From an optimization exercise on the open Yosys and OpenROAD flow, aimed at small area, a short achievable clock period and few clock cycles per item; shortcuts taken in it are not production practice. The RTL was checked by simulation tests, not by an equivalence proof against the original design. Power and IR drop assume default switching activity.

==> flow/design.v <==
package pn_eval_pkg;
  localparam logic [1:0] OP_ADD = 2'b00;
  localparam logic [1:0] OP_SUB = 2'b01;
  localparam logic [1:0] OP_MUL = 2'b10;
  localparam logic [1:0] OP_RSV = 2'b11;
endpackage
module pn_alu #(
  parameter int DW = 30
) (
  input  logic [DW-1:0] x,
  input  logic [DW-1:0] m,
  input  logic [5:0]    bd,    
  input  logic          zsel,
  input  logic [DW-1:0] z,
  input  logic          zc,
  output logic [DW-1:0] res
);
  logic [DW-1:0] pp0, pp1, row1, s, c, cv;
  logic [DW:0] sum;
  always_comb begin
    pp0 = (({DW{bd[0]}} & m) | ({DW{bd[1]}} & {m[DW-2:0], 1'b0})) ^ {DW{bd[2]}};
    pp1 = (({DW{bd[3]}} & m) | ({DW{bd[4]}} & {m[DW-2:0], 1'b0})) ^ {DW{bd[5]}};
    row1 = zsel ? z : {pp1[DW-3:0], bd[5], bd[5]};
    s = x ^ pp0 ^ row1;
    c = (x & pp0) | (x & row1) | (pp0 & row1);
    cv = {c[DW-2:0], bd[2]};
    sum = {s, 1'b1} + {cv, zsel ? zc : bd[5]};
    res = sum[DW:1];
  end
endmodule
module pn_booth (
  input  logic [4:0] w,
  output logic [5:0] bd
);
  always_comb begin
    bd[0] = w[1] ^ w[0];
    bd[1] = (w[2] & ~w[1] & ~w[0]) | (~w[2] & w[1] & w[0]);
    bd[2] = w[2];
    bd[3] = w[3] ^ w[2];
    bd[4] = (w[4] & ~w[3] & ~w[2]) | (~w[4] & w[3] & w[2]);
    bd[5] = w[4];
  end
endmodule
module pn_eval #(
  parameter int DATA_W = 3,
  parameter int OUT_W = 64,
  parameter int MAX_LEN = 20
) (
  input  logic              clk,
  input  logic              rst,
  input  logic              in_valid,
  input  logic [DATA_W-1:0] in,
  input  logic              operator,
  input  logic              mode,
  output logic              out_valid,
  output logic [OUT_W-1:0]  out,
  output logic              err
);
  localparam int VD = 9;    
  localparam int PD = 9;    
  localparam int BD = 8;    
  localparam int DW = 30;
  function automatic integer vw(input integer j);
    case (j)
      0: vw = 30;   
      1: vw = 24;
      2: vw = 21;
      3: vw = 18;
      4: vw = 16;
      5: vw = 13;
      6: vw = 10;
      7: vw = 7;
      default: vw = 4;
    endcase
  endfunction
  logic active_q, ended_q, ov_q, err_q, errA_q, errF_q, mode_q;
  logic in_iv_q, in_op_q, in_first_q;
  logic [2:0] in_v_q;
  logic [4:0] cnt_q, lvl_q;
  logic [3:0] wp_q, rp_q;
  logic [BD-1:0][3:0] buf_q;
  logic first, a_err, fe;
  logic [4:0] a_lvl, a_cnt, n_lvl, n_cnt;
  assign first = in_valid & ~active_q;
  always_comb begin
    a_lvl = in_first_q ? (mode_q ? 5'd0 : 5'd1) : lvl_q;
    a_cnt = in_first_q ? 5'd0 : cnt_q;
    a_err = in_first_q ? 1'b0 : errA_q;
    n_lvl = a_lvl;
    n_cnt = a_cnt;
    if (in_iv_q) begin
      if (a_cnt == 5'd20) a_err = 1'b1;
      n_cnt = a_cnt == 5'd20 ? a_cnt : a_cnt + 5'd1;
      if (in_op_q) begin
        if (in_v_q[1:0] == pn_eval_pkg::OP_RSV) a_err = 1'b1;
        if (mode_q) begin
          if (a_lvl < 5'd2) a_err = 1'b1;
          n_lvl = a_lvl - 5'd1;
        end else begin
          if (a_lvl == 5'd0) a_err = 1'b1;
          n_lvl = a_lvl + 5'd1;
        end
      end else begin
        if (mode_q) n_lvl = a_lvl + 5'd1;
        else begin
          if (a_lvl == 5'd0) a_err = 1'b1;
          n_lvl = a_lvl - 5'd1;
        end
      end
      if (mode_q) begin
        if ({1'b0, a_cnt} + {1'b0, n_lvl} > 6'd20) a_err = 1'b1;
      end else begin
        if ({1'b0, a_cnt} + {1'b0, n_lvl} > 6'd19) a_err = 1'b1;
      end
    end
    fe = a_err | (mode_q ? n_lvl != 5'd1 : n_lvl != 5'd0);
  end
  logic ctv_q, ct_op_q;
  logic [2:0] ct_v_q;
  logic [DW-1:0] r_q;
  logic rv_q;
  logic [VD-1:0][DW-1:0] v_q;    
  logic [PD-1:0] pv_q, pl_q;    
  logic [PD-1:0][1:0] po_q;
  logic pend_q, mb_q;
  logic [16:0] q_q;
  logic xt_q, xr_q, mt_q, wt_q, zs_q, zc_q;
  logic [5:0] bd_q;
  logic [DW-1:0] t, x, m, z, res;
  logic [5:0] bd_d;
  logic [DW-1:0] r_d;
  logic rv_d;
  logic [VD-1:0][DW-1:0] v_d;
  logic [PD-1:0] pv_d, pl_d;
  logic [PD-1:0][1:0] po_d;
  logic pend_d, mb_d, ctv_d, ct_op_d, mode_d;
  logic [2:0] ct_v_d;
  logic [16:0] q_d;
  logic xt_d, xr_d, mt_d, wt_d, zs_d, zc_d, t4_d;
  logic consume, load, avail, clr, fin_a, fin_b, fin_err;
  assign t = v_q[0];
  for (genvar i = 0; i < PD; i++) begin : g_pv
    assign pv_q[i] = po_q[i] != 2'b11;
    assign pv_d[i] = po_d[i] != 2'b11;
  end
  always_comb begin
    x = ({DW{xt_q}} & t) | ({DW{xr_q}} & r_q);
    m = mt_q ? t : r_q;
    z = {{(DW-3){zc_q}}, ct_v_q ^ {3{zc_q}}};
  end
  pn_alu #(.DW(DW)) u_alu (.x(x), .m(m), .bd(bd_q), .zsel(zs_q), .z(z), .zc(zc_q), .res(res));
  pn_booth u_bq (.w(q_d[4:0]), .bd(bq));
  pn_booth u_bt (.w({v_d[0][3:0], 1'b0}), .bd(bt));
  pn_booth u_br (.w({r_d[3:0], 1'b0}), .bd(br));
  logic a_step, a_tr, a_rv, a_fuse, a_ppush, a_fpush, a_lpush;
  logic [1:0] a_op;
  logic fz, sg, xt_p, mt_p, wt_p;
  logic [5:0] bq, bt, br, bm, bd_p, bpv;
  localparam logic [5:0] BD_ADD = 6'b000001;    
  localparam logic [5:0] BD_SUB = 6'b100101;    
  logic [3:0] rp_n;
  assign a_step = mb_q;
  assign a_tr = ~mb_q & (pend_q | (ctv_q & mode_q & ct_op_q));
  assign a_rv = ~mb_q & ~pend_q & ctv_q & ~mode_q & ~ct_op_q & pv_q[0] & pl_q[0];
  assign a_fuse = a_rv & pv_q[1] & pl_q[1] & ~po_q[1][1];
  assign a_ppush = ~mb_q & ~pend_q & ctv_q & mode_q & ~ct_op_q;
  assign a_fpush = ~mb_q & ~pend_q & ctv_q & ~mode_q & ct_op_q;
  assign a_lpush = ~mb_q & ~pend_q & ctv_q & ~mode_q & ~ct_op_q & ~(pv_q[0] & pl_q[0]);
  assign a_op = (~pend_q & mode_q) ? ct_v_q[1:0] : po_q[0];
  always_comb begin
    logic fr4, fq, swapq, single, mul;
    logic pop_v, push_v, land, land2, idle_next;
    mul = a_op == pn_eval_pkg::OP_MUL;
    fr4 = r_q[DW-1:3] == '0 || r_q[DW-1:3] == '1;
    single = wt_q | fr4;
    swapq = ((t[DW-1:7] == '0 || t[DW-1:7] == '1) && !(r_q[DW-1:7] == '0 || r_q[DW-1:7] == '1)) ||
            ((t[DW-1:11] == '0 || t[DW-1:11] == '1) && !(r_q[DW-1:11] == '0 || r_q[DW-1:11] == '1)) ||
            ((t[DW-1:15] == '0 || t[DW-1:15] == '1) && !(r_q[DW-1:15] == '0 || r_q[DW-1:15] == '1));
    fq = q_q[16:4] == '0 || q_q[16:4] == '1;
    r_d = r_q;
    rv_d = rv_q;
    v_d = v_q;
    pl_d = pl_q;
    po_d = po_q;
    pend_d = pend_q;
    mb_d = mb_q;
    q_d = q_q;
    consume = ctv_q & ~mb_q & ~pend_q;
    pop_v = 1'b0;
    push_v = 1'b0;
    land = 1'b0;
    land2 = 1'b0;
    if (a_step) begin
      r_d = res;
      v_d[0] = {t[DW-5:0], 4'b0};
      q_d = {{4{q_q[16]}}, q_q[16:4]};
      if (fq) begin
        mb_d = 1'b0;
        pop_v = 1'b1;
        if (!mode_q) land = 1'b1;
      end
    end
    if (a_tr) begin
      if (!mul || single) begin
        r_d = res;
        pop_v = 1'b1;
        if (pend_q) land = 1'b1;
      end else begin
        r_d = '0;
        mb_d = 1'b1;
        q_d = swapq ? {t[15:0], 1'b0} : {r_q[15:0], 1'b0};
        v_d[0] = swapq ? r_q : t;
      end
    end
    if (a_rv) begin
      r_d = res;
      if (a_fuse) begin
        land2 = 1'b1;
        pop_v = 1'b1;
      end else land = 1'b1;
    end
    if (a_ppush | a_lpush) begin
      push_v = rv_q & (mode_q | pv_q[0]);
      r_d = {{(DW-3){1'b0}}, ct_v_q};
      rv_d = 1'b1;
      if (!mode_q) pl_d[0] = 1'b1;
    end
    if (a_fpush) begin
      for (int i = PD - 1; i > 0; i--) begin
        pl_d[i] = pl_q[i-1];
        po_d[i] = po_q[i-1];
      end
      pl_d[0] = 1'b0;
      po_d[0] = ct_v_q[1:0];
    end
    if (pop_v) begin
      for (int i = 0; i < VD - 1; i++) begin
        v_d[i] = v_q[i+1];
      end
    end
    if (push_v) begin
      for (int i = VD - 1; i > 0; i--) begin
        v_d[i] = v_q[i-1];
      end
      v_d[0] = r_q;
    end
    if (land) begin
      for (int i = 0; i < PD - 1; i++) begin
        pl_d[i] = pl_q[i+1];
        po_d[i] = po_q[i+1];
      end
      po_d[PD-1] = 2'b11;
      pl_d[PD-1] = 1'b0;
      pend_d = pv_q[1] & pl_q[1];
      pl_d[0] = pv_q[1];
    end
    if (land2) begin
      for (int i = 0; i < PD - 2; i++) begin
        pl_d[i] = pl_q[i+2];
        po_d[i] = po_q[i+2];
      end
      po_d[PD-1] = 2'b11;
      pl_d[PD-1] = 1'b0;
      po_d[PD-2] = 2'b11;
      pl_d[PD-2] = 1'b0;
      pend_d = pv_q[2] & pl_q[2];
      pl_d[0] = pv_q[2];
    end
    avail = rp_q != wp_q || in_valid;
    load = (~ctv_q | consume) & avail;
    ctv_d = load | (ctv_q & ~consume);
    if (~ctv_q | consume) {ct_op_d, ct_v_d} = rp_q != wp_q ? buf_q[rp_q[2:0]] : {operator, in};
    else {ct_op_d, ct_v_d} = {ct_op_q, ct_v_q};
    rp_n = rp_q + 4'(load);
    mode_d = first ? mode : mode_q;
    idle_next = ~(ctv_q & ~consume) & ~(rp_q != wp_q) & ~pend_d & ~mb_d;
    fin_a = active_q & ~ov_q & ~ended_q & ~fe & idle_next;   
    fin_b = active_q & ~ov_q & ended_q & ~errF_q & idle_next;
    fin_err = active_q & ~ov_q & ended_q & errF_q;
    if (fin_err) r_d = '0;
    clr = rst | ov_q;
    if (clr) begin
      ctv_d = 1'b0;
      mb_d = 1'b0;
      pend_d = 1'b0;
      po_d = '1;
      pl_d = '0;
      rv_d = 1'b0;
    end
    t4_d = v_d[0][DW-1:3] == '0 || v_d[0][DW-1:3] == '1;
    fz = pv_d[1] & pl_d[1] & ~po_d[1][1];    
    sg = fz & po_d[1][0];                     
    bm = t4_d ? bt : br;
    case (pend_d ? po_d[0] : ct_v_d[1:0])
      pn_eval_pkg::OP_MUL: {xt_p, mt_p, wt_p, bd_p} = {1'b0, ~t4_d, t4_d, bm};
      pn_eval_pkg::OP_SUB: {xt_p, mt_p, wt_p, bd_p} = {3'b100, BD_SUB};
      default: {xt_p, mt_p, wt_p, bd_p} = {3'b100, BD_ADD};
    endcase
    case ({sg, ct_v_d})
      4'b0000: bpv = 6'b000000;
      4'b0001: bpv = 6'b000001;
      4'b0010: bpv = 6'b001110;
      4'b0011: bpv = 6'b001101;
      4'b0100: bpv = 6'b001000;
      4'b0101: bpv = 6'b001001;
      4'b0110: bpv = 6'b010110;
      4'b0111: bpv = 6'b010101;
      4'b1000: bpv = 6'b000000;
      4'b1001: bpv = 6'b100101;
      4'b1010: bpv = 6'b100110;
      4'b1011: bpv = 6'b101001;
      4'b1100: bpv = 6'b101000;
      4'b1101: bpv = 6'b101101;
      4'b1110: bpv = 6'b101110;
      default: bpv = 6'b110001;
    endcase
    xr_d = mb_d;
    zs_d = 1'b0;
    zc_d = sg ^ po_d[0][0];
    if (mb_d) {xt_d, mt_d, wt_d, bd_d} = {3'b010, bq};
    else if (pend_d | mode_q) {xt_d, mt_d, wt_d, bd_d} = {xt_p, mt_p, wt_p, bd_p};
    else begin
      zs_d = po_d[0] != pn_eval_pkg::OP_MUL;
      {xt_d, mt_d, wt_d} = {fz, 2'b00};
      bd_d = po_d[0] == pn_eval_pkg::OP_MUL ? bpv : sg ? BD_SUB : BD_ADD;
    end
  end
  for (genvar j = 0; j < VD; j++) begin : g_v
    localparam int WJ = vw(j);
    logic [WJ-1:0] st_q;
    always_ff @(posedge clk) st_q <= v_d[j][WJ-1:0];
    assign v_q[j] = {{(DW-WJ){st_q[WJ-1]}}, st_q};
  end
  always_ff @(posedge clk) begin
    r_q <= r_d;
    q_q <= q_d;
    po_q <= po_d;
    {ct_op_q, ct_v_q} <= {ct_op_d, ct_v_d};
    mode_q <= mode_d;
    if (in_valid) buf_q[wp_q[2:0]] <= {operator, in};
    in_op_q <= operator;
    in_v_q <= in;
    if (in_iv_q) begin
      lvl_q <= n_lvl;
      cnt_q <= n_cnt;
    end
    err_q <= fin_err;
    {xt_q, xr_q, mt_q, wt_q, zs_q, zc_q, bd_q} <= {xt_d, xr_d, mt_d, wt_d, zs_d, zc_d, bd_d};
    ctv_q <= ctv_d;
    mb_q <= mb_d;
    pend_q <= pend_d;
    pl_q <= pl_d;
    rv_q <= rv_d;
    if (clr) begin
      active_q <= 1'b0;
      ended_q <= 1'b0;
      ov_q <= 1'b0;
      errA_q <= 1'b0;
      errF_q <= 1'b0;
      in_iv_q <= 1'b0;
      in_first_q <= 1'b0;
      wp_q <= '0;
      rp_q <= '0;
    end else begin
      active_q <= active_q | in_valid;
      if (active_q & ~ended_q & ~in_valid) begin
        ended_q <= 1'b1;
        errF_q <= fe;
      end
      ov_q <= (~in_valid & fin_a) | fin_b | fin_err;
      errA_q <= a_err;
      in_iv_q <= in_valid;
      in_first_q <= first;
      wp_q <= wp_q + 4'(in_valid);
      rp_q <= rp_n;
    end
  end
  assign out_valid = ov_q;
  assign err = err_q;
  assign out = {{(OUT_W-DW){r_q[DW-1]}}, r_q};
endmodule
==> flow/flow/run.sh <==
#!/bin/bash
# Standard ORFS layout (the standard.sh, unchanged synthesis, floorplan, power grid and
# routing), with repair_timing asked to keep a larger setup margin than the 16 ns clock needs,
# so that it sizes and buffers the design for speed. Each step's full log stays in orfs/logs.
set -euo pipefail
bash standard.sh SETUP_SLACK_MARGIN=11.4 finish > standard_flow.log 2>&1
==> flow/standard.sh <==
#!/bin/bash
# synth_recipe.tcl (not shown) runs the flow's synth.tcl, then flattens the netlist and writes it again
# the make line also repeats each setting of config.mk as NAME=value (left out here)
make -C /OpenROAD-flow-scripts/flow DESIGN_CONFIG=/design/flow/config.mk WORK_HOME=/design/flow/orfs CLKGATE_MAP_FILE= SYNTH_SCRIPT=/design/flow/synth_recipe.tcl "${@:-finish}"
==> flow/config.mk <==
export PLATFORM = sky130hd
export DESIGN_NAME = pn_eval
export DESIGN_NICKNAME = pn_eval
export VERILOG_FILES = /design/flow/design.v
export SDC_FILE = /design/flow/constraint.sdc
export NUM_CORES = 8
export LEC_CHECK = 0
export CAP_MARGIN = 20
export CORE_MARGIN = 2
export CORE_UTILIZATION = 40
export SETUP_SLACK_MARGIN = 1.0
export SLEW_MARGIN = 20
==> flow/constraint.sdc <==
create_clock -name core_clock -period 16.0 [get_ports {clk}]
set_input_delay 3.2000 -clock core_clock [delete_from_list [all_inputs] [get_ports {clk}]]
set_output_delay 3.2000 -clock core_clock [all_outputs]
set_load 0.01 [all_outputs]
==> metrics.yaml, run 1 <==
finish:
  drive_above_1_share_pct: 15.4
  diodes: 0
  fin_nets: 2269
  final_area_mm2: 0.0225
  multiInputGateArea_mm2: 0.0112
  seq_area_mm2: 0.00768
  syn2layout_area_growth_pct: 16.7
  nFillCells: 4459
cts:
  cts_buffers: 36
  clkLatencyLatePin_ps: 570
  clockBufferDepth: 3
  htreeDepth: 2
  cts_num_sinks: 298
  clkTransAtPathRegs_ps: 60
  cts_root_buf: "clkbuf_16"
  cts_tree: "yes"
power_and_ir_drop:
  p_leak_nw: 9.24
  p_sw_share_pct: 43.9
  power_density_mw_per_mm2: 209
  power_frac_comb_pct: 54.8
  power_switching_mw: 2.06
  seq_power_share_pct: 27.9
  p_clk_share_pct: 17.3
  p_int_mw: 2.64
  ir_drop_v: 0.0000968
  p_total_mw: 4.71
floorplanning:
  die_width_um: 224
  initial_core_util_pct: 40.5
  die-area_mm2: 0.0500
  io_pins: 74
  die_h_um: 224
  core_mm2: 0.0476
  num_rows: 80
detailed_routing:
  routedWlPerCell_um: 19.9
  avgViaCountPerCell: 5.85
  wl_met3_um: 3900
  drc: 0
  routed_wl_um: 56200
  wl_met2_um: 25400
  postRouteAntennaNets: 0
  highest_layer: "met4"
  first_pass_iters: 6
  drt_iter0_drc: 1545
  num_vias: 16483
  wl_met1_um: 25300
timing:
  slew_headroom_pct: 31.8
  report.final.hold_viol_count: 0
  min_period_over_period_pct: 29.1
  slew_violations: 0
  worst_slew_pin_slew_ps: 1020
  skew_ps: 31.2
  finalSetupViolations: 0
  period_needed_ps: 4660
  rsz0062_at_grt: "true"
  fin_tns_setup_ps: 0
  fmax_ghz: 0.215
yosys:
  synth-seq-cells: 298
  seq_area_frac_synth_pct: 39.1
  synth_ff_type: "edfxtp_1"
  async_flop_share_pct: 0
  syn_area_per_cell_um2: 8.85
  netlist_area_mm2: 0.0193
  synth_edf_count: 158
  syn_inst: 2180
  syn-num-nets: 2271
  synth.distinct_cells: 82
  yosysWarningCount: 3
grt:
  grt-ovfl-total: 0
  first_global_vias: 15655
  grt_max_degree: 114
  antenna_found_initial: 0
  grt_pass1_wl_um: 88100
  grt_usage_pct: 21.9
status:
  status: "timing/DRC/antenna clean"
worst_hold_path:
  hold_start: "rv_q$_SDFFE_PP0P_"
  worstHoldEndpoint: "rv_q$_SDFFE_PP0P_"
  min_path_cells: 2
  hold_path_class: "register to register"
placement:
  dp_hpwl_um: 36900
  post_dp_cell_area_mm2: 0.0202
  io_buffer_count: 73
  place.gp.congestion: 0.893
setup_path:
  arrival_ps: 5120
  rrSetupSlack_ps: 11340
  crit_path_start: "mt_q$_SDFF_PP1_"
  endpoint_kind: "register"
  ff2ff_path_depth: 22
  path_class: "register to register"
  r2r_start: "mt_q$_SDFF_PP1_"
  startpoint_type: "register"
  critical_path.max_fanout: 5
  worstPathRequired_ps: 16460
  r2r-end: "r_q[25]$_SDFFE_PP0P_"
flow_run:
  cap_violations: 0
[worst max path at each step]
stage,to,slack (ps)
floorplan,bd_q[0]$_DFF_P_,10950
global placement,bd_q[0]$_DFF_P_,9590
detailed placement,bd_q[0]$_DFF_P_,9430
CTS,bd_q[0]$_DFF_P_,11250
global route,r_q[25]$_SDFFE_PP0P_,11150
finish,r_q[25]$_SDFFE_PP0P_,11340
[synth_stat cells (16+ instances only)]
cell type  instances  area (um2)
nand2_1          444        1670
nor2_1           165         619
edfxtp_1         158        4740
dfxtp_1          140        2800
a22oi_1          111         833
clkbuf_1         111         417
a21oi_1           94         470
inv_1             91         342
xor2_1            72         631
mux2i_1           66         661
o21ai_0           53         265
ha_1              52         651
mux2_2            48         541
nor3_1            43         215
xnor2_1           38         333
buf_4             35         263
nand3_1           35         175
fa_1              31         621
a22o_1            30         263
nand4_1           27         169
nor4_1            24         150
buf_1             22        82.6
a21o_1            17         128
o211ai_1          17         128
nor2b_1           16         100
[sequential cells by signal, summed over array words and instances (netlist names), 2 cells and up]
register	flops
g_v.st_q	143
cnt_q	5
buf_q	32
pl_q	9
bd_q	6
q_q	17
ct_v_q	3
wp_q	4
in_v_q	2
po_q	18
r_q	30
lvl_q	5
rp_q	4
[worst max-delay path, cell delays in order, from the launching register on]
cell and delay [ps]:
dfxtp_4 390, buf_12 130, mux2_4 340, a22oi_2 200
xor2_1 80, nor2_1 110, nor2_1 60, fa_1 490
inv_1 70, ha_4 310, nand3_4 90, o2111ai_4 240
nand3_2 120, a41o_4 300, o21a_1 220, o21a_1 220
o21bai_1 180, a21oi_2 80, nand2b_4 160, o31a_1 310
buf_4 160, xnor2_1 120, a22o_1 190
[through the flow]
step | instances | utilization (%) | hold slack, ps | worst slack (ps)
2_1_floorplan | 2180 | - | 426 | 10950
3_3_place_gp | 2710 | 42.5 | 431 | 9590
3_5_place_dp | 2710 | 42.5 | 450 | 9430
4_1_cts | 2809 | 46.6 | 467 | 11250
5_1_grt | 2820 | 47.2 | 477 | 11150
6_report | 2820 | 47.2 | 463 | 11340
[final cells by class]
cell class / instances / area share, %
Sequential cell: 298 / 34.1
Multi-Input combinational cell: 1609 / 49.7
Clock inverter: 14 / 0.567
Clock buffer: 51 / 4.62
Timing Repair inverter: 1 / 0.0222
Tap cell: 615 / 3.42
Inverter: 94 / 1.60
Timing Repair Buffer: 138 / 6.00
[kinds of logic (layout without fill, tap and decap cells)]
| kind of cell | count (synthesis) | count (layout) | synth area share (%) |
|---|---|---|---|
| flip-flops | 298 | 298 | 39.1 |
| multiplexers | 123 | 123 | 7.22 |
| AO/OA/AOI/OAI | 469 | 470 | 17.1 |
| adder cells (fa/ha/maj) | 83 | 83 | 6.59 |
| XOR/XNOR | 110 | 110 | 4.99 |
| AND/OR/NAND/NOR | 822 | 823 | 18.7 |
| buffers and inverters | 275 | 298 | 6.18 |
[placed cells by master (no fill, tap or decap), types with 21 or more instances in the layout]
master	instances
dfxtp_1	93
nand2_1	438
buf_4	50
a21oi_1	80
ha_1	41
xor2_1	71
o21ai_0	44
nor3_1	38
inv_1	86
nand4_1	27
clkbuf_16	38
fa_1	31
xnor2_1	38
dlygate4sd2_1	46
a22oi_1	101
nand3_1	33
edfxtp_1	158
dfxtp_4	28
mux2_2	40
a22o_1	30
mux2i_1	66
nor4_1	21
nor2_1	163
[metal layers]
metal / up-vias / global-route usage [%]
met4: 0 / 6.92
met2: 647 / 34.9
met3: 121 / 3.74
li1: 7734 / -
met1: 7981 / 30.4
met5: - / 0
[power by group through the flow]
stage,combinational (mW),clock (mW),sequential [mW]
after floorplan,1.73,0,1.13
after global placement,2.12,0,1.30
after detailed placement,2.14,0,1.30
after CTS,2.41,0.832,1.30
after global routing,2.83,0.860,1.33
final,2.58,0.815,1.31
[repair_timing]
item,in CTS,in global routing
pin swaps,32,30
setup endpoints to repair,173,38
cloned,6,1
setup buffers,28,10
hold buffers,0,0
hold endpoints to repair,0,0
resized for setup,232,69
Testbench counts, summed over its fixed seeds: cycles 4,812, items 384.
==> run 2, diff against run 1 <==
--- a/flow/config.mk
+++ b/flow/config.mk
@@ -9,3 +9,3 @@
 export CORE_MARGIN = 2
-export CORE_UTILIZATION = 40
+export CORE_UTILIZATION = 60
 export SETUP_SLACK_MARGIN = 1.0
==> run 2 against run 1 <==
  * Highest routed layer unchanged
  * Largest cell class unchanged
  * Largest power group unchanged
  * Cell area fell by 1.5%
  * Total power fell by 1.7%
  * Synthesized area did not move
==> metrics.yaml, run 2 <==
setup_path:
  arrival_ps: 4990  # was 5120 ps
  endpoint_kind: "register"  # unchanged
  critical-path-slowest-cell: "fa_1"  # unchanged
  cp_top_family: "compound AO/OA/AOI/OAI gates"  # unchanged
  path_cells: "buf_12, mux2_4, a22oi_2, xor2_1, nor2_1, nor2_1, fa_1, inv_1, ha_4, nand3_4, o2111ai_4, nand3_2, a41o_1, o21a_1, o21a_1, o21bai_2, a21oi_2, nand2b_4, o31a_1, a21oi_2, xnor2_1, a22o_1"  # was buf_12, mux2_4, a22oi_2, xor2_1, nor2_1, nor2_1, fa_1, inv_1, ha_4, nand3_4, o2111ai_4, nand3_2, a41o_4, o21a_1, o21a_1, o21bai_1, a21oi_2, nand2b_4, o31a_1, buf_4, xnor2_1, a22o_1
  rrSetupSlack_ps: 11430  # was 11340 ps
  crit_buf_inv: 2  # was 3
  worstPathRequired_ps: 16420  # was 16460 ps
  startpoint_type: "register"  # unchanged
  critical_path.max_fanout: 12  # was 5
  max_stage_delay_ps: 500  # was 490 ps
  path_class: "register to register"  # unchanged
power_and_ir_drop:
  seq_power_share_pct: 28.7  # was 27.9%
  ir_drop_v: 0.000129  # was 0.0000968 V
  p_int_mw: 2.62  # was 2.64 mW
  power_frac_comb_pct: 52.9  # was 54.8%
  p_total_mw: 4.63  # was 4.71 mW
  power_switching_mw: 2.01  # was 2.06 mW
  power_density_mw_per_mm2: 209  # about the same
  p_sw_share_pct: 43.5  # was 43.9%
  p_leak_nw: 9.28  # was 9.24 nW
  p_clk_share_pct: 18.4  # was 17.3%
timing:
  slew_headroom_pct: 35.2  # was 31.8%
  report.final.hold_viol_count: 0  # unchanged
  fin_tns_setup_ps: 0  # unchanged
  worst_slew_pin_slew_ps: 958  # was 1020 ps
  skew_ps: 12.4  # was 31.2 ps
  fmax_ghz: 0.219  # was 0.215 GHz
  min_period_over_period_pct: 28.6  # was 29.1%
  rsz0062_at_grt: "true"  # unchanged
  finalWorstSetupSlack_ps: 11430  # was 11340 ps
  period_needed_ps: 4570  # was 4660 ps
  slew_violations: 0  # unchanged
  finalSetupViolations: 0  # unchanged
  hold_slack_ps: 458  # was 463 ps
yosys:
  syn_inst: 2180  # unchanged
  seq_area_frac_synth_pct: 39.1  # unchanged
  yosysWarningCount: 3  # unchanged
  yosysMostFrequentCell: "nand2_1"  # unchanged
  yosys.area.top_type_share_pct: 24.6  # unchanged
  synth-seq-cells: 298  # unchanged
  synth_edf_count: 158  # unchanged
  async_flop_share_pct: 0  # unchanged
  syn_area_per_cell_um2: 8.85  # unchanged
  netlist_area_mm2: 0.0193  # unchanged
  synth_area_leaders: "edfxtp_1, dfxtp_1, nand2_1"  # unchanged
  synth_ff_type: "edfxtp_1"  # unchanged
  synth.largest_area_cell: "edfxtp_1"  # unchanged
  syn-num-nets: 2271  # unchanged
  netlist_top_cells_count: "nand2_1, nor2_1, edfxtp_1, dfxtp_1"  # unchanged
  synth.distinct_cells: 82  # unchanged
finish:
  drive_above_1_share_pct: 15.5  # was 15.4%
  largest-register: "g_v.st_q"  # unchanged
  largest_reg_flops: 143  # unchanged
  diodes: 0  # unchanged
  final_cells: 2602  # was 2820
  syn2layout_area_growth_pct: 15.0  # was 16.7%
  final_cell_mix: "nand2_1, nor2_1, edfxtp_1"  # unchanged
  fin_nets: 2265  # was 2269
  mostFrequentLayoutCell: "nand2_1"  # unchanged
detailed_routing:
  routedWlPerCell_um: 20.7  # was 19.9 um
  postRouteAntennaNets: 0  # unchanged
  drt_iter0_drc: 1718  # was 1545
  wl_met1_um: 24300  # was 25300 um
  highest_layer: "met4"  # unchanged
  avgViaCountPerCell: 6.32  # was 5.85
  drc: 0  # unchanged
  first_pass_iters: 7  # was 6
  wl_met3_um: 4310  # was 3900 um
  wl_met2_um: 23700  # was 25400 um
  num_vias: 16456  # was 16483
  routed_wl_um: 53900  # was 56200 um
floorplanning:
  die-area_mm2: 0.0336  # was 0.0500 mm2
  core_mm2: 0.0316  # was 0.0476 mm2
  die_h_um: 183  # was 224 um
  die_width_um: 183  # was 224 um
  io_pins: 74  # unchanged
  initial_core_util_pct: 61.0  # was 40.5%
  num_rows: 65  # was 80
grt:
  grt-ovfl-total: 0  # unchanged
  first_global_vias: 15590  # was 15655
  grt_pass1_wl_um: 85100  # was 88100 um
  antenna_found_initial: 0  # unchanged
  grt_max_degree: 85  # was 114
  grt_usage_pct: 31.6  # was 21.9%
cts:
  cts_tree: "yes"  # unchanged
  cts_num_sinks: 298  # unchanged
  clockBufferDepth: 3  # unchanged
  clkLatencyLatePin_ps: 540  # was 570 ps
  cts_root_buf: "clkbuf_16"  # unchanged
  postCtsHoldBufs: 0  # unchanged
  cts_buffers: 35  # was 36
  htreeDepth: 2  # unchanged
  clkTransAtPathRegs_ps: 60  # about the same
placement:
  io_buffer_count: 73  # unchanged
  pre_cts_ws_ps: 9610  # was 9430 ps
  place.gp.congestion: 0.940  # was 0.893
  dp_hpwl_um: 35700  # was 36900 um
  dpl.cell_count: 2495  # was 2710
flow_run:
  cap_violations: 0  # unchanged
worst_hold_path:
  hold_path_class: "register to register"  # unchanged
status:
  status: "timing/DRC/antenna clean"  # unchanged
-- run 2: cell counts after synthesis --
No cell type changed its count.
-- run 2: kinds of logic (layout without fill, tap and decap cells) --
kind of cell / after synthesis / in the layout / synth area share [%]
simple gates: 822 / 825 / 18.7
compound gates: 469 / 470 / 17.1
flops: 298 / 298 / 39.1
buf+inv: 275 / 291 / 6.18
mux: 123 / 123 / 7.22
xor+xnor: 110 / 110 / 4.99
fa+ha+maj: 83 / 83 / 6.59
-- run 2: what timing repair did --
action                                  4_1_cts  5_1_grt
endpoints found under the setup margin      198       26
pin swaps                                    17       28
gates resized for setup                     212       75
cloned                                        4        3
setup buffers                                24       13
-- run 2: routing by layer --
metal | global-route usage, % | up-vias
met2 | 48.9 | 688
met5 | 0 | -
li1 | - | 7743
met1 | 45.4 | 7900
met3 | 5.44 | 125
met4 | 10.1 | 0
-- run 2: path summary, 6_finish.rpt --
path / startpoint / endpoint / cells past startpoint
max reg2reg: mt_q$_SDFF_PP1_ / r_q[29]$_SDFFE_PP0P_ / 22
min: g_v[7].st_q[2]$_DFFE_PP_ / g_v[8].st_q[2]$_DFFE_PP_ / 0
min reg2reg: g_v[7].st_q[2]$_DFFE_PP_ / g_v[8].st_q[2]$_DFFE_PP_ / 0
max: mt_q$_SDFF_PP1_ / r_q[29]$_SDFFE_PP0P_ / 22
-- run 2: metrics by stage --
stage	utilization, %	cell area [um2]
global route	70.1	22200
CTS	68.8	21800
finish	70.1	22200
global placement	63.0	19900
detailed placement	63.0	19900
floorplan	-	19400
-- run 2: power by group through the flow --
stage / Combinational (mW) / Clock [mW] / Sequential [mW]
3_5_place_dp: 2.09 / 0 / 1.32
3_3_place_gp: 2.05 / 0 / 1.32
5_1_grt: 2.71 / 0.894 / 1.34
2_1_floorplan: 1.73 / 0 / 1.13
6_report: 2.45 / 0.851 / 1.33
4_1_cts: 2.25 / 0.863 / 1.31
-- run 2: layout make-up --
cell class,instances,area [um2]
timing repair inverter,2,12.5
clock inverter,18,243
multi-input combinational,1611,11200
inverter,94,377
sequential,298,7690
timing repair buffer,132,1200
tap,402,503
clock buffer,45,973
fill,2533,9460
==> run 3, diff against run 2 <==
--- a/flow/config.mk
+++ b/flow/config.mk
@@ -10,2 +10,3 @@
 export CORE_UTILIZATION = 60
+export CTS_BUF_LIST = sky130_fd_sc_hd__clkbuf_8
 export SETUP_SLACK_MARGIN = 1.0
==> run 3 against run 2 <==
  * Cell count grew 2.1%
  * Synthesized cell count is the same
  * Clock skew grew 28 ps
  * Worst setup slack lost 110 ps
==> metrics.yaml, run 3 <==
detailed_routing:
  routed_wl_um: 55200  # was 53900 um
  postRouteAntennaNets: 0  # unchanged
  num_vias: 16795  # was 16456
  first_pass_iters: 6  # was 7
  avgViaCountPerCell: 6.32  # about the same
  drc: 0  # unchanged
  drt_iter0_drc: 1649  # was 1718
  routedWlPerCell_um: 20.8  # was 20.7 um
yosys:
  yosysWarningCount: 3  # unchanged
  seq_area_frac_synth_pct: 39.1  # unchanged
  netlist_top_cells_count: "nand2_1, nor2_1, edfxtp_1, dfxtp_1"  # unchanged
  syn-num-nets: 2271  # unchanged
  synth.largest_area_cell: "edfxtp_1"  # unchanged
  synth_edf_count: 158  # unchanged
  async_flop_share_pct: 0  # unchanged
  synth.distinct_cells: 82  # unchanged
  yosys.area.top_type_share_pct: 24.6  # unchanged
  yosysMostFrequentCell: "nand2_1"  # unchanged
  synth_area_leaders: "edfxtp_1, dfxtp_1, nand2_1"  # unchanged
  synth_ff_type: "edfxtp_1"  # unchanged
  syn_inst: 2180  # unchanged
  synth-seq-cells: 298  # unchanged
  netlist_area_mm2: 0.0193  # unchanged
  syn_area_per_cell_um2: 8.85  # unchanged
cts:
  cts_buffers: 50  # was 35
  htreeDepth: 2  # unchanged
  cts_tree: "yes"  # unchanged
  clkTransAtPathRegs_ps: 60  # about the same
  postCtsHoldBufs: 0  # unchanged
  clkLatencyLatePin_ps: 650  # was 540 ps
  clockBufferDepth: 3  # unchanged
  cts_root_buf: "clkbuf_8"  # was clkbuf_16
  cts_num_sinks: 298  # unchanged
timing:
  skew_ps: 39.9  # was 12.4 ps
  fmax_ghz: 0.214  # was 0.219 GHz
  slew_violations: 0  # unchanged
  finalSetupViolations: 0  # unchanged
  slew_headroom_pct: 38.6  # was 35.2%
  worst_slew_pin_slew_ps: 908  # was 958 ps
  min_period_over_period_pct: 29.2  # was 28.6%
  fin_tns_setup_ps: 0  # unchanged
  report.final.hold_viol_count: 0  # unchanged
  rsz0062_at_grt: "true"  # unchanged
  period_needed_ps: 4680  # was 4570 ps
setup_path:
  startpoint_type: "register"  # unchanged
  arrival_ps: 1480  # was 4990 ps
  endpoint_kind: "output port"  # was register
  critical_path.max_fanout: 6  # was 12
  path_class: "register to output port"  # was register to register
  worstPathRequired_ps: 12800  # was 16420 ps
  crit_path_start: "r_q[29]$_SDFFE_PP0P_"  # was mt_q$_SDFF_PP1_
  r2r_start: "mt_q$_SDFF_PP1_"  # unchanged
grt:
  grt_max_degree: 85  # unchanged
  busiest_layer: "met2"  # unchanged
  grt_use_met2_pct: 48.8  # was 48.9%
  grtUsageMet1_pct: 45.0  # was 45.4%
  grt_util_met3_pct: 6.77  # was 5.44%
  first_global_vias: 15824  # was 15590
  grt_pass1_wl_um: 85400  # was 85100 um
  grt_usage_pct: 31.9  # was 31.6%
  grt-ovfl-total: 0  # unchanged
  antenna_found_initial: 0  # unchanged
finish:
  final_cell_mix: "nand2_1, nor2_1, edfxtp_1"  # unchanged
  drive_above_1_share_pct: 18.3  # was 15.5%
  fin_nets: 2305  # was 2265
  diodes: 0  # unchanged
  largest-register: "g_v.st_q"  # unchanged
  syn2layout_area_growth_pct: 15.6  # was 15.0%
  largest_reg_flops: 143  # unchanged
  fin_util_pct: 70.5  # was 70.1%
  mostFrequentLayoutCell: "nand2_1"  # unchanged
placement:
  io_buffer_count: 73  # unchanged
  place.gp.congestion: 0.940  # unchanged
  dp_hpwl_um: 35700  # unchanged
floorplanning:
  io_pins: 74  # unchanged
  num_rows: 65  # unchanged
  die-area_mm2: 0.0336  # unchanged
  core_mm2: 0.0316  # unchanged
  die_h_um: 183  # unchanged
  initial_core_util_pct: 61.0  # unchanged
  die_width_um: 183  # unchanged
power_and_ir_drop:
  power_density_mw_per_mm2: 206  # was 209 mW/mm2
  p_leak_nw: 9.36  # was 9.28 nW
  ir_drop_v: 0.000124  # was 0.000129 V
worst_hold_path:
  hold_path_class: "register to register"  # unchanged
  hold_start: "g_v[7].st_q[0]$_DFFE_PP_"  # was g_v[7].st_q[2]$_DFFE_PP_
flow_run:
  cap_violations: 0  # unchanged
status:
  status: "timing/DRC/antenna clean"  # unchanged
run 3: cell types whose count changed in the layout (fill, tap and decap cells not counted), moves of 5 or more:
cell and change:
inv_1 +17, clkbuf_16 -33, dlygate4sd2_1 -29, a22oi_1 -6
clkbuf_8 +51, a22oi_2 +6, buf_6 +26, buf_2 +5
buf_4 +19
run 3: worst max-delay path, cell delays in order (launching register included):
cell and delay [ps]:
dfxtp_4 360, buf_6 140, buf_6 110, buf_8 130
buf_6 120
run 3: metrics by stage:
stage | setup slack (ps) | cells | cell area, um2 | hold slack (ps) | power [mW]
2_1_floorplan | 10950 | 2180 | 19400 | 426 | 2.86
3_3_place_gp | 9730 | 2495 | 19900 | 440 | 3.37
3_5_place_dp | 9610 | 2495 | 19900 | 446 | 3.41
4_1_cts | 11260 | 2629 | 21700 | 460 | 4.34
5_1_grt | 11250 | 2656 | 22300 | 470 | 4.92
6_report | 11320 | 2656 | 22300 | 459 | 4.60
run 3: worst paths after layout:
kind | slack, ps | cells past startpoint | endpoint
max | 11320 | 4 | out[62]
min | 460 | 0 | g_v[8].st_q[0]$_DFFE_PP_
max reg2reg | 11410 | 22 | r_q[29]$_SDFFE_PP0P_
min reg2reg | 460 | 0 | g_v[8].st_q[0]$_DFFE_PP_
run 3: cells by family after synthesis:
family          count (synthesis)  share of synthesized area, %
xor+xnor                      110                          4.99
flops                         298                          39.1
buf+inv                       275                          6.18
mux                           123                          7.22
compound gates                469                          17.1
simple gates                  822                          18.7
fa+ha+maj                      83                          6.59
run 3: final cells by class:
type,count,area (um2)
clock inverter,35,221
clock buffer,57,785
inverter,94,369
timing repair buffer,157,1530
fill,2527,9340
multi-input combinational,1611,11200
timing repair inverter,2,12.5
sequential,298,7690
tap,402,503
run 3: per-layer routing:
layer / up-vias / routed length, um
li1: 7819 / -
met1: 8068 / 24500
met2: 781 / 24400
met3: 127 / 4710
met4: 0 / 1630
met5: - / 0
run 3: power by group:
| group | switching, mW | total (mW) | internal (mW) |
|---|---|---|---|
| clock | 0.327 | 0.688 | 0.361 |
| sequential | 0.307 | 1.33 | 1.02 |
| combinational | 1.41 | 2.58 | 1.17 |
run 3: timing repair:
item | CTS | global route
pin swaps | 28 | 38
cloned | 7 | 5
gates resized for setup | 302 | 109
endpoints found under the setup margin | 199 | 54
setup buffers | 35 | 22
==> run 4, diff against run 3 <==
--- a/flow/config.mk
+++ b/flow/config.mk
@@ -10,3 +10,4 @@
 export CORE_UTILIZATION = 60
-export CTS_BUF_LIST = sky130_fd_sc_hd__clkbuf_8
+export CTS_CLUSTER_DIAMETER = 80
+export CTS_CLUSTER_SIZE = 30
 export SETUP_SLACK_MARGIN = 1.0
==> run 4 against run 3 <==
  * Critical endpoint is now r_q[29]$_SDFFE_PP0P_
  * Worst hold slack better by 11 ps
  * Highest routed layer unchanged
  * Clock skew down 2.8 ps
  * Maximum frequency up 0.75%
  * Synthesized area unchanged
  * Largest power group unchanged
==> metrics.yaml, run 4 <==
status:
  status: "timing/DRC/antenna clean"  # unchanged
detailed_routing:
  num_vias: 16411  # was 16795
  first_pass_iters: 8  # was 6
  routed_wl_um: 53500  # was 55200 um
  postRouteAntennaNets: 0  # unchanged
  routedWlPerCell_um: 20.7  # was 20.8 um
  drc: 0  # unchanged
  drt_iter0_drc: 1727  # was 1649
  avgViaCountPerCell: 6.35  # was 6.32
placement:
  dpl.cell_count: 2495  # unchanged
  io_buffer_count: 73  # unchanged
  post_dp_cell_area_mm2: 0.0199  # unchanged
  place.gp.congestion: 0.940  # unchanged
  dp_hpwl_um: 35700  # unchanged
floorplanning:
  io_pins: 74  # unchanged
  core_mm2: 0.0316  # unchanged
  die-area_mm2: 0.0336  # unchanged
  initial_core_util_pct: 61.0  # unchanged
  num_rows: 65  # unchanged
  die_h_um: 183  # unchanged
  die_width_um: 183  # unchanged
yosys:
  netlist_area_mm2: 0.0193  # unchanged
  yosysMostFrequentCell: "nand2_1"  # unchanged
  synth_area_leaders: "edfxtp_1, dfxtp_1, nand2_1"  # unchanged
  synth-seq-cells: 298  # unchanged
  synthMuxAreaShare_pct: 7.22  # unchanged
  synth-simple-area-share_pct: 18.7  # unchanged
  synth_top_family_by_area: "simple AND/OR/NAND/NOR gates"  # unchanged
  synthAdderAreaFrac_pct: 6.59  # unchanged
  synth_edf_count: 158  # unchanged
  synth_xor_xnor_area_share_pct: 4.99  # unchanged
  synth.distinct_cells: 82  # unchanged
  synth_compound_area_share_pct: 17.1  # unchanged
  synth.largest_area_cell: "edfxtp_1"  # unchanged
  seq_area_frac_synth_pct: 39.1  # unchanged
  async_flop_share_pct: 0  # unchanged
  yosysWarningCount: 3  # unchanged
  netlist_top_cells_count: "nand2_1, nor2_1, edfxtp_1, dfxtp_1"  # unchanged
  synth_ff_type: "edfxtp_1"  # unchanged
  yosys.area.top_type_share_pct: 24.6  # unchanged
  syn_inst: 2180  # unchanged
  syn_area_per_cell_um2: 8.85  # unchanged
  syn-num-nets: 2271  # unchanged
setup_path:
  ff2ff_path_depth: 22  # unchanged
  worstPathRequired_ps: 16420  # was 12800 ps
  endpoint_kind: "register"  # was output port
  startpoint_type: "register"  # unchanged
  path_class: "register to register"  # was register to output port
  arrival_ps: 5060  # was 1480 ps
  critical_path.max_fanout: 6  # unchanged
cts:
  htreeDepth: 1  # was 2
  cts_buffers: 19  # was 50
  postCtsHoldBufs: 0  # unchanged
  cts_num_sinks: 298  # unchanged
  cts_root_buf: "clkbuf_16"  # was clkbuf_8
  clkLatencyLatePin_ps: 550  # was 650 ps
  cts_tree: "yes"  # unchanged
  clockBufferDepth: 3  # unchanged
  clkTransAtPathRegs_ps: 100  # was 60 ps
finish:
  syn2layout_area_growth_pct: 13.2  # was 15.6%
  final_area_mm2: 0.0218  # was 0.0223 mm2
  drive_above_1_share_pct: 15.3  # was 18.3%
  diodes: 0  # unchanged
  largest_reg_flops: 143  # unchanged
  fin_util_pct: 69.0  # was 70.5%
  largest-register: "g_v.st_q"  # unchanged
  fin_nets: 2262  # was 2305
  mostFrequentLayoutCell: "nand2_1"  # unchanged
  final_cells: 2586  # was 2656
  final_cell_mix: "nand2_1, nor2_1, edfxtp_1"  # unchanged
power_and_ir_drop:
  p_leak_nw: 9.07  # was 9.36 nW
  seq_power_share_pct: 29.6  # was 28.9%
  p_total_mw: 4.45  # was 4.60 mW
  p_sw_share_pct: 45.5  # was 44.5%
  p_int_mw: 2.42  # was 2.55 mW
  power_density_mw_per_mm2: 204  # was 206 mW/mm2
  power_switching_mw: 2.03  # was 2.05 mW
  ir_drop_v: 0.000125  # was 0.000124 V
  power_frac_comb_pct: 57.9  # was 56.1%
  p_clk_share_pct: 12.4  # was 15.0%
grt:
  grt_max_degree: 85  # unchanged
  first_global_vias: 15571  # was 15824
  grt_pass1_wl_um: 84500  # was 85400 um
  antenna_found_initial: 0  # unchanged
  grt_usage_pct: 31.2  # was 31.9%
  grt-ovfl-total: 0  # unchanged
timing:
  finalSetupViolations: 0  # unchanged
  slew_headroom_pct: 36.0  # was 38.6%
  fin_tns_setup_ps: 0  # unchanged
  slew_violations: 0  # unchanged
  report.final.hold_viol_count: 0  # unchanged
  worst_slew_pin_slew_ps: 947  # was 908 ps
  period_needed_ps: 4640  # was 4680 ps
  rsz0062_at_grt: "true"  # unchanged
  skew_ps: 37.1  # was 39.9 ps
  min_period_over_period_pct: 29.0  # was 29.2%
  fmax_ghz: 0.215  # was 0.214 GHz
flow_run:
  cap_violations: 0  # unchanged
worst_hold_path:
  min_path_cells: 0  # unchanged
  hold_path_class: "register to register"  # unchanged
-- run 4: per-stage QoR --
step	setup WS [ps]	hold WS, ps
2_1_floorplan	10950	426
3_3_place_gp	9730	440
3_5_place_dp	9610	446
4_1_cts	11270	471
5_1_grt	11230	482
6_report	11360	471
-- run 4: path summary, 6_finish.rpt --
| path | from | endpoint | slack (ps) |
|---|---|---|---|
| setup / recovery | mt_q$_SDFF_PP1_ | r_q[29]$_SDFFE_PP0P_ | 11360 |
| hold / removal | g_v[7].st_q[0]$_DFFE_PP_ | g_v[8].st_q[0]$_DFFE_PP_ | 470 |
| setup reg to reg | mt_q$_SDFF_PP1_ | r_q[29]$_SDFFE_PP0P_ | 11360 |
| hold reg to reg | g_v[7].st_q[0]$_DFFE_PP_ | g_v[8].st_q[0]$_DFFE_PP_ | 470 |
-- run 4: cell families (layout without fill, tap and decap cells) --
| group | Yosys count | after routing |
|---|---|---|
| flip-flops | 298 | 298 |
| adder cells (fa/ha/maj) | 83 | 83 |
| AND/OR/NAND/NOR | 822 | 824 |
| XOR/XNOR | 110 | 110 |
| multiplexers | 123 | 123 |
| AO/OA/AOI/OAI | 469 | 469 |
| buffers and inverters | 275 | 277 |
-- run 4: per-layer routing --
layer / track usage (%) / share of wire, % / wire length, um / up-vias
li1: - / - / - / 7718
met1: 45.2 / 45 / 24200 / 7897
met2: 48.7 / 44 / 23700 / 685
met3: 4.75 / 7.7 / 4100 / 111
met4: 9.02 / 2.7 / 1450 / 0
met5: 0 / 0 / 0 / -
-- run 4: timing repair --
item	4_1_cts	5_1_grt
endpoints found under the setup margin	198	25
buffers inserted	35	16
pin swaps	29	24
resized for setup	219	74
gates cloned	5	1
-- run 4: cell type report --
| type | count | area [um2] |
|---|---|---|
| fillers | 2555 | 9810 |
| repair buffers | 147 | 1360 |
| clock buffers | 21 | 483 |
| repair inverters | 2 | 12.5 |
| multi-input cells | 1609 | 11200 |
| flip-flops and latches | 298 | 7690 |
| clock inverters | 13 | 181 |
| inverters | 94 | 373 |
| well taps | 402 | 503 |
-- run 4: power by group through the flow --
stage | clock network, mW | logic (mW) | registers, mW
2_1_floorplan | 0 | 1.73 | 1.13
3_3_place_gp | 0 | 2.05 | 1.32
3_5_place_dp | 0 | 2.09 | 1.32
4_1_cts | 0.562 | 2.32 | 1.30
5_1_grt | 0.588 | 2.84 | 1.33
6_report | 0.553 | 2.58 | 1.32
-- run 4: worst max-delay path: stages, from the launching register on --
cell	delay, ps
dfxtp_4	390
buf_12	120
mux2_4	330
a22oi_2	180
xor2_1	100
nor2_1	140
nor2_1	80
fa_1	540
inv_2	50
ha_4	290
nand3_4	80
o2111ai_4	250
nand3_2	130
a41o_1	230
o21a_1	220
o21a_1	200
o21bai_2	170
a21oi_2	90
nand2b_4	150
o31a_1	310
a21oi_2	180
xnor2_1	80
a22o_1	210
==> run 5, diff against run 4 <==
--- a/flow/config.mk
+++ b/flow/config.mk
@@ -10,4 +10,4 @@
 export CORE_UTILIZATION = 60
-export CTS_CLUSTER_DIAMETER = 80
-export CTS_CLUSTER_SIZE = 30
+export CTS_CLUSTER_DIAMETER = 60
+export CTS_CLUSTER_SIZE = 24
 export SETUP_SLACK_MARGIN = 1.0
==> run 5 against run 4 <==
  * Routed wire length is 1.1% higher
  * Global-route usage is 0.099 points lower
  * Non-clock buffer count is 5 higher
  * Count of clock-buffer cells in the layout is 9 higher
  * Highest routed layer unchanged
  * Synthesized cell count stayed put
  * Combinational power hardly changed
  * Clock power is 32% higher
  * Total power is 4.0% higher
  * Still clean
  * Maximum frequency is 0.56% higher
  * Via count is 1.3% higher
  * Worst setup slack better by 26 ps
==> metrics.yaml, run 5 <==
status:
  status: "timing/DRC/antenna clean"  # unchanged
detailed_routing:
  routedWlPerCell_um: 20.7  # about the same
  first_pass_iters: 10  # was 8
  routed_wl_um: 54100  # was 53500 um
  drc: 0  # unchanged
  avgViaCountPerCell: 6.36  # was 6.35
  drt_iter0_drc: 1609  # was 1727
  postRouteAntennaNets: 0  # unchanged
  num_vias: 16625  # was 16411
setup_path:
  crit_path_start: "r_q[29]$_SDFFE_PP0P_"  # was mt_q$_SDFF_PP1_
  endpoint_kind: "output port"  # was register
  path_cells: "buf_6, clkdlybuf4s15_1"  # was buf_12, mux2_4, a22oi_2, xor2_1, nor2_1, nor2_1, fa_1, inv_2, ha_4, nand3_4, o2111ai_4, nand3_2, a41o_1, o21a_1, o21a_1, o21bai_2, a21oi_2, nand2b_4, o31a_1, a21oi_2, xnor2_1, a22o_1
  arrival_ps: 1420  # was 5060 ps
  critical-path-slowest-cell: "dfxtp_4"  # was fa_1
  r2r_start: "mt_q$_SDFF_PP1_"  # unchanged
  worstPathRequired_ps: 12800  # was 16420 ps
  max_stage_delay_ps: 420  # was 540 ps
  critical_path.max_fanout: 11  # was 6
  path_class: "register to output port"  # was register to register
  startpoint_type: "register"  # unchanged
placement:
  io_buffer_count: 73  # unchanged
  place.gp.congestion: 0.940  # unchanged
  dp_hpwl_um: 35700  # unchanged
  pre_cts_ws_ps: 9610  # unchanged
  dpl.cell_count: 2495  # unchanged
power_and_ir_drop:
  p_leak_nw: 9.20  # was 9.07 nW
  p_total_mw: 4.63  # was 4.45 mW
  power_density_mw_per_mm2: 209  # was 204 mW/mm2
  ir_drop_v: 0.000132  # was 0.000125 V
yosys:
  syn_area_per_cell_um2: 8.85  # unchanged
  synth.largest_area_cell: "edfxtp_1"  # unchanged
  netlist_top_cells_count: "nand2_1, nor2_1, edfxtp_1, dfxtp_1"  # unchanged
  seq_area_frac_synth_pct: 39.1  # unchanged
  synth_area_leaders: "edfxtp_1, dfxtp_1, nand2_1"  # unchanged
  synth_edf_count: 158  # unchanged
  syn-num-nets: 2271  # unchanged
  synth-seq-cells: 298  # unchanged
  syn_inst: 2180  # unchanged
  yosysMostFrequentCell: "nand2_1"  # unchanged
  async_flop_share_pct: 0  # unchanged
  yosysWarningCount: 3  # unchanged
  synth_ff_type: "edfxtp_1"  # unchanged
  netlist_area_mm2: 0.0193  # unchanged
  yosys.area.top_type_share_pct: 24.6  # unchanged
  synth.distinct_cells: 82  # unchanged
timing:
  fin_tns_setup_ps: 0  # unchanged
  fmax_ghz: 0.216  # was 0.215 GHz
  slew_violations: 0  # unchanged
  rsz0062_at_grt: "true"  # unchanged
  report.final.hold_viol_count: 0  # unchanged
  hold_slack_ps: 462  # was 471 ps
  slew_headroom_pct: 38.4  # was 36.0%
  finalWorstSetupSlack_ps: 11380  # was 11360 ps
  finalSetupViolations: 0  # unchanged
  min_period_over_period_pct: 28.9  # was 29.0%
  period_needed_ps: 4620  # was 4640 ps
  skew_ps: 29.3  # was 37.1 ps
  worst_slew_pin_slew_ps: 912  # was 947 ps
floorplanning:
  num_rows: 65  # unchanged
  core_mm2: 0.0316  # unchanged
  io_pins: 74  # unchanged
  die-area_mm2: 0.0336  # unchanged
  die_h_um: 183  # unchanged
  initial_core_util_pct: 61.0  # unchanged
  die_width_um: 183  # unchanged
grt:
  first_global_vias: 15552  # was 15571
  grt_max_degree: 85  # unchanged
  antenna_found_initial: 0  # unchanged
  grt_usage_pct: 31.1  # was 31.2%
  grt_pass1_wl_um: 84300  # was 84500 um
  grt-ovfl-total: 0  # unchanged
finish:
  final_cells: 2612  # was 2586
  mostFrequentLayoutCell: "nand2_1"  # unchanged
  final_cell_mix: "nand2_1, nor2_1, edfxtp_1"  # unchanged
  largest_reg_flops: 143  # unchanged
  multiInputGateArea_mm2: 0.0112  # about the same
  syn2layout_area_growth_pct: 14.8  # was 13.2%
  fin_nets: 2279  # was 2262
  diodes: 0  # unchanged
  seq_area_mm2: 0.00769  # about the same
  nFillCells: 2521  # was 2555
  largest-register: "g_v.st_q"  # unchanged
  drive_above_1_share_pct: 17.1  # was 15.3%
cts:
  clockBufferDepth: 3  # unchanged
  cts_tree: "yes"  # unchanged
  cts_buffers: 29  # was 19
  postCtsHoldBufs: 0  # unchanged
  clkTransAtPathRegs_ps: 70  # was 100 ps
  clkLatencyLatePin_ps: 600  # was 550 ps
  htreeDepth: 1  # unchanged
  cts_num_sinks: 298  # unchanged
  cts_root_buf: "clkbuf_16"  # unchanged
worst_hold_path:
  hold_start: "g_v[7].st_q[2]$_DFFE_PP_"  # was g_v[7].st_q[0]$_DFFE_PP_
  hold_path_class: "register to register"  # unchanged
flow_run:
  cap_violations: 0  # unchanged
## run 5: cell counts after synthesis
Identical to the previous run, type by type.
## run 5: kinds of logic after synthesis
logic type | count (synthesis) | synth area share (%)
adder cells (fa/ha/maj) | 83 | 6.59
flip-flops | 298 | 39.1
AO/OA/AOI/OAI | 469 | 17.1
AND/OR/NAND/NOR | 822 | 18.7
buffers and inverters | 275 | 6.18
multiplexers | 123 | 7.22
XOR/XNOR | 110 | 4.99
## run 5: cell type report
class / instances / area share (%)
clock inverters: 23 / 1.33
repair inverters: 2 / 0.0565
repair buffers: 152 / 5.99
clock buffers: 30 / 3.29
flip-flops and latches: 298 / 34.7
inverters: 94 / 1.68
multi-input cells: 1611 / 50.6
well taps: 402 / 2.27
## run 5: where the power goes
part	total [mW]	leakage (nW)	switching, mW	internal [mW]
logic	2.57	6.05	1.42	1.16
registers	1.32	2.65	0.302	1.02
clock network	0.732	0.496	0.356	0.376
total	4.63	9.20	2.07	2.56
## run 5: path summary, 6_finish.rpt
check,end,slack [ps],depth (start not counted)
min reg2reg,g_v[8].st_q[2]$_DFFE_PP_,460,0
max,out[36],11380,2
min,g_v[8].st_q[2]$_DFFE_PP_,460,0
max reg2reg,r_q[29]$_SDFFE_PP0P_,11400,22
## run 5: timing repair
| item | 4_1_cts | 5_1_grt |
|---|---|---|
| cloned | 4 | 5 |
| setup endpoints to repair | 199 | 40 |
| resized for setup | 227 | 105 |
| setup buffers | 26 | 29 |
| pin swaps | 16 | 46 |
## run 5: per-layer routing
metal  vias up  track usage (%)  routed length [um]
li1       7768                -                   -
met1      7994             44.5               24000
met2       749             48.3               23800
met3       114             5.40                4630
met4         0             9.70                1600
met5         -                0                   0
## run 5: through the flow
step                      cell area (um2)  util (%)
after floorplan                     19400         -
after global placement              19900      63.0
after detailed placement            19900      63.0
after CTS                           21600      68.2
after global routing                22100      70.0
final                               22100      70.0
## run 5: critical path: cells and delay by family, from the launching register on
family / cells / cell delay, ps
DFF: 1 / 420
buffers and inverters: 2 / 410
==> run 6, diff against run 5 <==
==> flow/flow/run.sh (replaced) <==
#!/bin/bash
# The standard ORFS layout (standard.sh: the standard synthesis, floorplan, power grid, CTS
# and routing), with two changes in how it is made: the port buffers are buf_2 cells (the default
# choice is a slow delay buffer), and repair_timing keeps a larger setup margin than the 16 ns
# clock needs, so that it sizes and buffers the design for speed. Each step's full log stays in
# orfs/logs; make's output is in standard_flow.log.
set -euo pipefail
bash standard.sh "BUFFER_PORTS_ARGS=-buffer_cell sky130_fd_sc_hd__buf_2" SETUP_SLACK_MARGIN=11.4 finish > standard_flow.log 2>&1
--- a/flow/config.mk
+++ b/flow/config.mk
@@ -10,4 +10,2 @@
 export CORE_UTILIZATION = 60
-export CTS_CLUSTER_DIAMETER = 60
-export CTS_CLUSTER_SIZE = 24
 export SETUP_SLACK_MARGIN = 1.0
==> run 6 against run 5 <==
  * Sequential share of layout area increased by 0.39 points
  * Worst hold slack got worse by 3.9 ps
  * Critical path type is now register to register
  * Critical endpoint is now r_q[28]$_SDFFE_PP0P_
  * Largest power group unchanged
  * Maximum frequency increased by 0.60%
==> metrics.yaml, run 6 <==
placement:
  io_buffer_count: 73  # unchanged
  place.gp.congestion: 0.933  # was 0.940
  dpl.cell_count: 2496  # was 2495
  dp_hpwl_um: 35300  # was 35700 um
  post_dp_cell_area_mm2: 0.0196  # was 0.0199 mm2
  pre_cts_ws_ps: 10160  # was 9610 ps
power_and_ir_drop:
  p_int_mw: 2.52  # was 2.56 mW
  p_sw_share_pct: 44.1  # was 44.8%
  p_total_mw: 4.51  # was 4.63 mW
  ir_drop_v: 0.000129  # was 0.000132 V
  power_density_mw_per_mm2: 208  # was 209 mW/mm2
  p_clk_share_pct: 17.4  # was 15.8%
  power_frac_comb_pct: 53.1  # was 55.6%
  seq_power_share_pct: 29.6  # was 28.6%
  p_leak_nw: 9.05  # was 9.20 nW
  power_switching_mw: 1.99  # was 2.07 mW
setup_path:
  critical-path-slowest-cell: "dfxtp_1"  # was dfxtp_4
  r2r_start: "g_v[0].st_q[7]$_DFF_P_"  # was mt_q$_SDFF_PP1_
  worstPathRequired_ps: 16410  # was 12800 ps
  max_stage_delay_ps: 660  # was 420 ps
  path_cells: "mux2_2, a22oi_2, xor2_1, nor2_1, nor2_1, fa_1, inv_1, ha_4, nand2_1, nand2_2, nor3_1, a21oi_2, o41ai_4, o311a_1, a211o_1, a211oi_4, a211oi_4, o31ai_2, xor2_1, a22o_1"  # was buf_6, clkdlybuf4s15_1
  arrival_ps: 5000  # was 1420 ps
  rrSetupSlack_ps: 11410  # was 11400 ps
  startpoint_type: "register"  # unchanged
  critical_path.max_fanout: 8  # was 11
  r2r-end: "r_q[28]$_SDFFE_PP0P_"  # was r_q[29]$_SDFFE_PP0P_
  ff2ff_path_depth: 20  # was 22
  endpoint_kind: "register"  # was output port
  path_class: "register to register"  # was register to output port
timing:
  fmax_ghz: 0.218  # was 0.216 GHz
  skew_ps: 12.7  # was 29.3 ps
  slew_violations: 0  # unchanged
  report.final.hold_viol_count: 0  # unchanged
  finalWorstSetupSlack_ps: 11410  # was 11380 ps
  min_period_over_period_pct: 28.7  # was 28.9%
  period_needed_ps: 4590  # was 4620 ps
  rsz0062_at_grt: "true"  # unchanged
  hold_slack_ps: 458  # was 462 ps
  finalSetupViolations: 0  # unchanged
  fin_tns_setup_ps: 0  # unchanged
  worst_slew_pin_slew_ps: 1040  # was 912 ps
  slew_headroom_pct: 30.5  # was 38.4%
yosys:
  synth_top_family_by_area: "simple AND/OR/NAND/NOR gates"  # unchanged
  syn_area_per_cell_um2: 8.85  # unchanged
  yosysMostFrequentCell: "nand2_1"  # unchanged
  synth_edf_count: 158  # unchanged
  netlist_area_mm2: 0.0193  # unchanged
  synthAdderAreaFrac_pct: 6.59  # unchanged
  synth-seq-cells: 298  # unchanged
  netlist_top_cells_count: "nand2_1, nor2_1, edfxtp_1, dfxtp_1"  # unchanged
  synth-simple-area-share_pct: 18.7  # unchanged
  synth.distinct_cells: 82  # unchanged
  synth_area_leaders: "edfxtp_1, dfxtp_1, nand2_1"  # unchanged
  synth.largest_area_cell: "edfxtp_1"  # unchanged
  synth_xor_xnor_area_share_pct: 4.99  # unchanged
  synthMuxAreaShare_pct: 7.22  # unchanged
  async_flop_share_pct: 0  # unchanged
  synth_ff_type: "edfxtp_1"  # unchanged
  seq_area_frac_synth_pct: 39.1  # unchanged
  synth_compound_area_share_pct: 17.1  # unchanged
  syn_inst: 2180  # unchanged
  syn-num-nets: 2271  # unchanged
  yosys.area.top_type_share_pct: 24.6  # unchanged
  yosysWarningCount: 3  # unchanged
grt:
  grt_max_degree: 90  # was 85
  grt_usage_pct: 31.3  # was 31.1%
  grt-ovfl-total: 0  # unchanged
  first_global_vias: 15124  # was 15552
  grt_pass1_wl_um: 84400  # was 84300 um
  antenna_found_initial: 0  # unchanged
detailed_routing:
  first_pass_iters: 5  # was 10
  routedWlPerCell_um: 20.8  # was 20.7 um
  avgViaCountPerCell: 6.39  # was 6.36
  num_vias: 16608  # was 16625
  routed_wl_um: 54000  # was 54100 um
  drt_iter0_drc: 1891  # was 1609
  postRouteAntennaNets: 0  # unchanged
  drc: 0  # unchanged
cts:
  htreeDepth: 2  # was 1
  clkTransAtPathRegs_ps: 60  # was 70 ps
  clockBufferDepth: 3  # unchanged
  clkLatencyLatePin_ps: 520  # was 600 ps
  cts_num_sinks: 298  # unchanged
  cts_buffers: 35  # was 29
  cts_root_buf: "clkbuf_16"  # unchanged
  cts_tree: "yes"  # unchanged
finish:
  final_cell_mix: "nand2_1, nor2_1, edfxtp_1"  # unchanged
  mostFrequentLayoutCell: "nand2_1"  # unchanged
  final_area_mm2: 0.0217  # was 0.0221 mm2
  final_cells: 2599  # was 2612
  largest_reg_flops: 143  # unchanged
  syn2layout_area_growth_pct: 12.3  # was 14.8%
  largest-register: "g_v.st_q"  # unchanged
  fin_util_pct: 68.5  # was 70.0%
  diodes: 0  # unchanged
  fin_nets: 2262  # was 2279
  drive_above_1_share_pct: 17.3  # was 17.1%
floorplanning:
  die_width_um: 183  # unchanged
  core_mm2: 0.0316  # unchanged
  die-area_mm2: 0.0336  # unchanged
  io_pins: 74  # unchanged
  num_rows: 65  # unchanged
  initial_core_util_pct: 61.0  # unchanged
  die_h_um: 183  # unchanged
worst_hold_path:
  hold_start: "g_v[7].st_q[0]$_DFFE_PP_"  # was g_v[7].st_q[2]$_DFFE_PP_
  min_path_cells: 0  # unchanged
  worstHoldEndpoint: "g_v[8].st_q[0]$_DFFE_PP_"  # was g_v[8].st_q[2]$_DFFE_PP_
  hold_path_class: "register to register"  # unchanged
flow_run:
  cap_violations: 0  # unchanged
status:
  status: "timing/DRC/antenna clean"  # unchanged
## run 6: layout make-up
cell class                      count  area (um2)
Inverter                           94         375
Fill cell                        2567        9970
Tap cell                          402         503
Timing Repair inverter              1        5.00
Clock inverter                     16         154
Sequential cell                   298        7610
Multi-Input combinational cell   1610       11100
Timing Repair Buffer              131         951
Clock buffer                       47         961
## run 6: cell families after synthesis
kind of cell,Yosys count
compound gates,469
xor+xnor,110
fa+ha+maj,83
buf+inv,275
flops,298
mux,123
simple gates,822
## run 6: power groups by stage
| stage | registers [mW] | logic [mW] | clock network [mW] |
|---|---|---|---|
| floorplan | 1.13 | 1.73 | 0 |
| global placement | 1.31 | 2.03 | 0 |
| detailed placement | 1.32 | 2.05 | 0 |
| CTS | 1.31 | 2.22 | 0.794 |
| global route | 1.34 | 2.64 | 0.823 |
| finish | 1.33 | 2.39 | 0.783 |
## run 6: worst max-delay path: cells and delay by family (launching register included)
family | cells | cell delay, ps
AO/OA/AOI/OAI | 9 | 1930
adder cells (fa/ha/maj) | 2 | 790
flip-flops | 1 | 660
AND/OR/NAND/NOR | 5 | 430
multiplexers | 1 | 330
XOR/XNOR | 2 | 270
buffers and inverters | 1 | 70
## run 6: how the worst max path moves through the flow
stage,slack (ps),to,cells past startpoint,from
2_1_floorplan,10950,bd_q[0]$_DFF_P_,15,r_q[29]$_SDFFE_PP0P_
3_3_place_gp,10370,bd_q[0]$_DFF_P_,14,xr_q$_DFF_P_
3_5_place_dp,10160,bd_q[0]$_DFF_P_,14,xr_q$_DFF_P_
4_1_cts,11360,bd_q[0]$_DFF_P_,10,in[0]
5_1_grt,11220,r_q[26]$_SDFFE_PP0P_,21,mt_q$_SDFF_PP1_
6_report,11410,r_q[28]$_SDFFE_PP0P_,20,g_v[0].st_q[7]$_DFF_P_
## run 6: timing repair
action                     CTS  global route
pin swaps                   17            32
gates resized for setup     70            84
setup buffers               19            14
hold buffers                 0             0
cloned                       5             2
setup endpoints to repair  108            24
## run 6: metal layers
metal  vias up  track usage, %  part of all wire (%)  wire [um]
li1       7731               -                     -          -
met1      7991            46.5                    45      24400
met2       772            47.4                    43      23500
met3       114            4.83                   8.4       4540
met4         0            9.25                   3.0       1610
met5         -               0                     0          0

[separate check: timing with driven ports]
The results above use ideal ports. As a check the final layouts listed here were re-extracted and re-timed, cells and wires unchanged. Step 1 (the two cells are an assumption about what drives the block):
set clk [get_ports {clk}]
set_driving_cell -lib_cell sky130_fd_sc_hd__clkbuf_16 $clk
set_driving_cell -lib_cell sky130_fd_sc_hd__buf_2 [delete_from_list [all_inputs] $clk]
Step 2 adds t to the input delays and takes it off the output delays; t is the mean of the earliest and latest rising clock arrival at the registers after step 1. Input paths then give back, and output paths get back, about the clock's delay inside the block. a / b / c = ideal ports / drivers / drivers and shift; a / b = the first two.
run	shift t [ns]	slack for setup (ns)	worst setup path after step 2
run 1	0.619	11.341 / 11.341 / 10.895	input to register
run 2	0.581	11.430 / 11.394 / 10.926	input to register
run 3	0.684	11.320 / 11.268 / 10.776	input to register
run 4	0.589	11.355 / 11.355 / 10.921	input to register
run 5	0.640	11.381 / 11.325 / 10.841	input to register
run 6	0.573	11.408 / 11.380 / 10.901	input to register
After both steps setup and hold are still met in every run listed. The setup slack of run 3, which loses most, moves by -0.052 ns with the drivers and by -0.544 ns with both steps.
